This is an optimization exercise on Yosys and OpenROAD, whose aim is small area, a short achievable clock period and few clock cycles per item, not a production implementation. Function was checked by simulation only, so behaviour that the tests miss may differ from the original. Power and IR drop assume default switching activity.

==> v27: inputs <==
// least_rotation_finder
module least_rotation_finder (
  input  logic               clk_i,
  input  logic               rst_ni,
  input  logic               start,
  output logic               busy,
  input  lrf_pkg::in_item_t  in_item_i,
  output lrf_pkg::out_item_t out_item_o,
  output logic               out_strobe_o
);
  localparam int unsigned SW = lrf_pkg::SW;
  localparam int unsigned CW = lrf_pkg::CW;
  localparam int unsigned DW = lrf_pkg::DATA_W;
  logic          busy_q;
  logic [CW-1:0] lcnt_q;     
  logic          ldrop_q;    
  logic [SW-1:0] lbase_q;    
  logic          lwait_q;    
  logic          lfollow_q;  
  logic          wr_en_q;
  logic          wr_fin_q;
  logic [SW-1:0] wr_pos_q;
  logic [SW-1:0] wr_slot_q;
  logic [DW-1:0] wr_data_q;
  logic [SW-1:0] wr_base_q;
  logic [CW-1:0] wr_n_q;
  logic          wr_drop_q;
  logic [SW-1:0] tbase_q;
  logic [CW-1:0] nl_q;
  logic [SW-1:0] sqb_q [2];
  logic [CW-1:0] sqn_q [2];
  logic          sqd_q [2];
  logic          sh_q;
  logic [1:0]    nq_q;
  logic [SW-1:0] qbase_q [4];
  logic [CW-1:0] qn_q    [4];
  logic          qd_q    [4];
  logic [SW-1:0] qb_q    [4];
  logic [1:0]    hd_q;
  logic [2:0]    cnt_q;
  logic [63:0]   occ_q;
  logic          oact_q;
  logic [SW-1:0] po_q;       
  logic [CW-1:0] olx_q;      
  logic [CW-1:0] ocnt_q;     
  logic [SW-1:0] obase_q;
  logic [CW-1:0] on_q;
  logic          odr_q;
  logic          ostb_q;
  logic [DW-1:0] odat_q;
  logic          ofin_q;
  logic          odrop_q;
  logic [SW-1:0] ra, rb;
  logic [DW-1:0] da, db, dout;
  lrf_datapath u_datapath (
    .clk_i (clk_i),
    .we_i  (wr_en_q),
    .wa_i  (wr_slot_q),
  ...
export LEC_CHECK = 0
export CAP_MARGIN = 20
export CORE_MARGIN = 2
export CORE_UTILIZATION = 40
export SETUP_SLACK_MARGIN = 4.7
export SLEW_MARGIN = 20
export TNS_END_PERCENT = 100
create_clock -name core_clock -period 8.0 [get_ports {clk_i}]
run.sh (not shown) runs the stock make flow with config.mk's settings and CLKGATE_MAP_FILE= SYNTH_SCRIPT=/design/flow/synth_recipe.tcl, a recipe that flattens the netlist after the stock synthesis.
==> v14 (differences from v27) <==
--- a/flow/design.v
+++ b/flow/design.v
@@ -19,16 +19,18 @@
   input  logic                        clk_i,
   input  logic                        we_i,
   input  logic [lrf_pkg::SW-1:0]      wa_i,
   input  logic [lrf_pkg::SW-1:0]      wpos_i,    
   input  logic [lrf_pkg::DATA_W-1:0]  wd_i,
   input  logic                        open_i,    
   input  logic [lrf_pkg::SW-1:0]      base_i,    
   input  logic [lrf_pkg::CW-1:0]      n_i,       
+  input  logic [lrf_pkg::CW-1:0]      nm1_i,     
+  input  logic [lrf_pkg::CW-1:0]      nm2_i,     
   input  logic [lrf_pkg::CW-1:0]      nl_i,      
   input  logic                        next_i,
   input  logic [lrf_pkg::SW-1:0]      nbase_i,
   input  logic                        grab_i,    
   output logic [lrf_pkg::SW-1:0]      ra_o,
   output logic [lrf_pkg::SW-1:0]      rb_o,
   input  logic [lrf_pkg::DATA_W-1:0]  da_i,
   input  logic [lrf_pkg::DATA_W-1:0]  db_i,
@@ -115,30 +117,27 @@
   assign ra_o = pa_q;
   assign rb_o = pb_q;
   assign closed = !open_i;
   assign done   = closed && ((i_q >= n_i) || (j_q >= n_i) || (k_q >= n_i));
   assign ia1    = ia_q + CW'(1);
   assign jb1    = jb_q + CW'(1);
   assign rd_ok  = (closed && pw_q) || ((ia_q < nl_i) && (jb_q < nl_i));
   assign sp_ok  = (closed && pw_q) || ((ia1 < nl_i) && (jb1 < nl_i));
-  logic [CW-1:0] ra_pos, rb_pos;
-  assign ra_pos = dv_q ? ia1 : ia_q;
-  assign rb_pos = dv_q ? jb1 : jb_q;
-  assign inc_a  = (closed && (ra_pos + CW'(1) == n_i)) ? base_i : pa_q + SW'(1);
-  assign inc_b  = (closed && (rb_pos + CW'(1) == n_i)) ? base_i : pb_q + SW'(1);
+  assign inc_a  = (closed && (ia_q == (dv_q ? nm2_i : nm1_i))) ? base_i : pa_q + SW'(1);
+  assign inc_b  = (closed && (jb_q == (dv_q ? nm2_i : nm1_i))) ? base_i : pb_q + SW'(1);
   assign ia_w = (closed && (ia_q >= n_i)) ? ia_q - n_i : ia_q;
   assign jb_w = (closed && (jb_q >= n_i)) ? jb_q - n_i : jb_q;
   logic [SW-1:0] gis, gjs, gis1, gjs1, pi1s, pj1s;
   assign gis  = base_i + gi_q[SW-1:0];
   assign gjs  = base_i + gj_q[SW-1:0];
-  assign gis1 = (closed && (gi_q + CW'(1) == n_i)) ? base_i : gis + SW'(1);
-  assign gjs1 = (closed && (gj_q + CW'(1) == n_i)) ? base_i : gjs + SW'(1);
-  assign pi1s = (closed && (i_q + CW'(1) == n_i)) ? base_i : pi_q + SW'(1);
-  assign pj1s = (closed && (j_q + CW'(1) == n_i)) ? base_i : pj_q + SW'(1);
+  assign gis1 = (closed && (gi_q == nm1_i)) ? base_i : gis + SW'(1);
+  assign gjs1 = (closed && (gj_q == nm1_i)) ? base_i : gjs + SW'(1);
+  assign pi1s = (closed && (i_q == nm1_i)) ? base_i : pi_q + SW'(1);
+  assign pj1s = (closed && (j_q == nm1_i)) ? base_i : pj_q + SW'(1);
   logic          rs;
   logic [SW-1:0] rs_pos, rs_slot;
   assign rs      = next_i || (newmin && open_i);
   assign rs_pos  = newmin ? wpos_i : fm_q;
   assign rs_slot = newmin ? wa_i : nbase_i + fm_q;
   always_comb begin
     i_d  = i_q;
     j_d  = j_q;
@@ -401,17 +400,17 @@
   );
   logic          s_open, s_done, take, grab;
   logic [SW-1:0] s_base, s_nbase, s_best;
   logic [CW-1:0] s_n;
   logic          sh1;
   assign sh1     = !sh_q;
   logic          s_open_q;
   logic [SW-1:0] s_base_q, s_nbase_q;
-  logic [CW-1:0] s_n_q;
+  logic [CW-1:0] s_n_q, s_nm1_q, s_nm2_q;
   logic [1:0]    nq_n;
   logic          sh_n, wtl;
   logic [SW-1:0] tbase_n, sqb_n0, sqb_n1;
   logic [CW-1:0] sqn_n0, sqn_n1;
   assign nq_n    = nq_q + 2'(wr_fin_q) - 2'(take);
   assign sh_n    = take ? sh1 : sh_q;
   assign wtl     = sh_q ^ nq_q[0];
   assign tbase_n = (wr_en_q && (wr_pos_q == '0)) ? wr_base_q : tbase_q;
@@ -420,16 +419,18 @@
   assign sqn_n0  = (wr_fin_q && !wtl) ? wr_n_q : sqn_q[0];
   assign sqn_n1  = (wr_fin_q &&  wtl) ? wr_n_q : sqn_q[1];
   always_ff @(posedge clk_i or negedge rst_ni) begin
     if (!rst_ni) s_open_q <= 1'b1;
     else         s_open_q <= (nq_n == 2'd0);
   end
   always_ff @(posedge clk_i) begin
     s_n_q     <= sh_n ? sqn_n1 : sqn_n0;
+    s_nm1_q   <= (sh_n ? sqn_n1 : sqn_n0) - CW'(1);
+    s_nm2_q   <= (sh_n ? sqn_n1 : sqn_n0) - CW'(2);
     s_base_q  <= (nq_n == 2'd0) ? tbase_n : (sh_n ? sqb_n1 : sqb_n0);
     s_nbase_q <= (nq_n == 2'd2) ? (sh_n ? sqb_n0 : sqb_n1) : tbase_n;
   end
   assign s_open  = s_open_q;
   assign s_base  = s_base_q;
   assign s_n     = s_n_q;
   assign s_nbase = s_nbase_q;
   assign take    = s_done && (cnt_q != 3'd4);
@@ -439,16 +440,18 @@
     .clk_i   (clk_i),
     .we_i    (wr_en_q),
     .wa_i    (wr_slot_q),
     .wpos_i  (wr_pos_q),
     .wd_i    (wr_data_q),
     .open_i  (s_open),
     .base_i  (s_base),
     .n_i     (s_n),
+    .nm1_i   (s_nm1_q),
+    .nm2_i   (s_nm2_q),
     .nl_i    (nl_q),
     .next_i  (take),
     .nbase_i (s_nbase),
     .grab_i  (grab),
     .ra_o    (ra),
     .rb_o    (rb),
     .da_i    (da),
     .db_i    (db),
@@ -478,17 +481,17 @@
   logic          acc, stored, fin, alone, mode_b;
   logic [CW-1:0] nlen;
   logic [SW-1:0] cbase, wbase;
   assign acc    = start && !busy_q;
   assign fin    = in_item_i.final_element;
   assign stored = acc && !lcnt_q[CW-1];
   assign nlen   = lcnt_q[CW-1] ? lcnt_q : lcnt_q + CW'(1);
   assign alone  = (cnt_q == 3'd0) && (nq_q == 2'd0) && !wr_fin_q;
-  assign mode_b = (cnt_q == 3'd0) || ((cnt_q == 3'd1) && last);
+  assign mode_b = (cnt_q == 3'd0);
   assign wbase  = mode_b ? sqb_q[sh_q] + s_best : sqb_q[sh_q] + sqn_q[sh_q][SW-1:0];
   assign cbase  = lbase_q + nlen[SW-1:0];
   logic [CW-1:0] k1, olim;
   logic [SW-1:0] s0, s1;
   logic          k0_ok, k1_ok, c0_ok, trk0, trk1, busy_d;
   assign k1    = lcnt_q + CW'(1);
   assign olim  = ocnt_q + CW'(2);
   assign s0    = lbase_q + lcnt_q[SW-1:0];
==> comparison <==
Clock power is about the same in v27 and v14.
Against v27, the via count of v14 is lower by 2.1%.
Against v14, the clock skew of v27 is lower by 4.0 ps.
Sequential share of layout area: v14 is higher than v27 (0.97 points).
Between v14 and v27, the lower utilization is in v14 (gap 0.85 points).
Against v14, the register-to-register slack of v27 is higher by 30 ps.
Clock-buffer cell count: v14 is lower than v27 (21).
Against v27, the hold slack of v14 is higher by 8.6 ps.
Between v14 and v27, the lower non-clock buffer count is in v14 (gap 160).
==> figures <==
|  | v27 | v14 |
|---|---|---|
| Pint | 47.2 mW | 45.5 mW |
| Clock Power Share | 18.6% | 19.4% |
| Clock latency reported for the late side of the worst-skew pair | 950 ps | 960 ps |
| Count of non-CTS buffers in the layout | 898 | 738 |
| Fraction of synthesis flops using an asynchronous set or reset pin | 3.94% | 3.93% |
| Net count, final | 9461 | 9244 |
| Max stage delay on crit path | 430 ps | 390 ps |
| Result of the run | timing/DRC/antenna clean | timing/DRC/antenna clean |
| Share of cell area taken by flip-flops and latches | 44.0% | 45.0% |
| HPWL after DPL | 324000 µm | 314000 µm |
| Multiplexer share of the synthesized area | 33.1% | 33.1% |
| Number of sinks on the clock net | 2738 | 2751 |
| Clk_buf instances | 433 | 412 |
| Number of diodes added for antenna fixing | 38 | 37 |
| Share of the clock period used by the worst path | 48.7% | 49.0% |
| Complex-gate fraction of the synthesized area | 4.75% | 4.60% |
| Total Power Consumption | 78.4 mW | 75.1 mW |
| Vias per cell | 6.95 | 6.91 |
| Smallest hold slack | 340 ps | 348 ps |
Testbench counts of v27, summed over its fixed seeds: cycles 8,993, elements 6,599.
Testbench counts of v14, summed over its fixed seeds: cycles 8,993, elements 6,599.

==> port drivers added, routing unchanged <==
Ports are ideal in the flow. The routed layouts listed here were re-timed in OpenROAD.
Step 1 assumes that a clkbuf_16 drives the clock port and a buf_2 every other input.
Step 2, shift: input delay + t, output delay - t, t = (earliest + latest rising clock arrival at the registers) / 2. This alone moves slack from input paths to output paths.
Slacks: ideal / step 1 / step 2; pairs: ideal / step 1.
run	shift t [ns]	setup slack, ns	worst setup path at the end	pins driven straight from the clock port
v27	1.028	4.106 / 4.106 / 4.106	register to register	1
v14	1.052	4.081 / 4.081 / 4.081	register to register	1
After both steps every run listed still meets setup and hold.
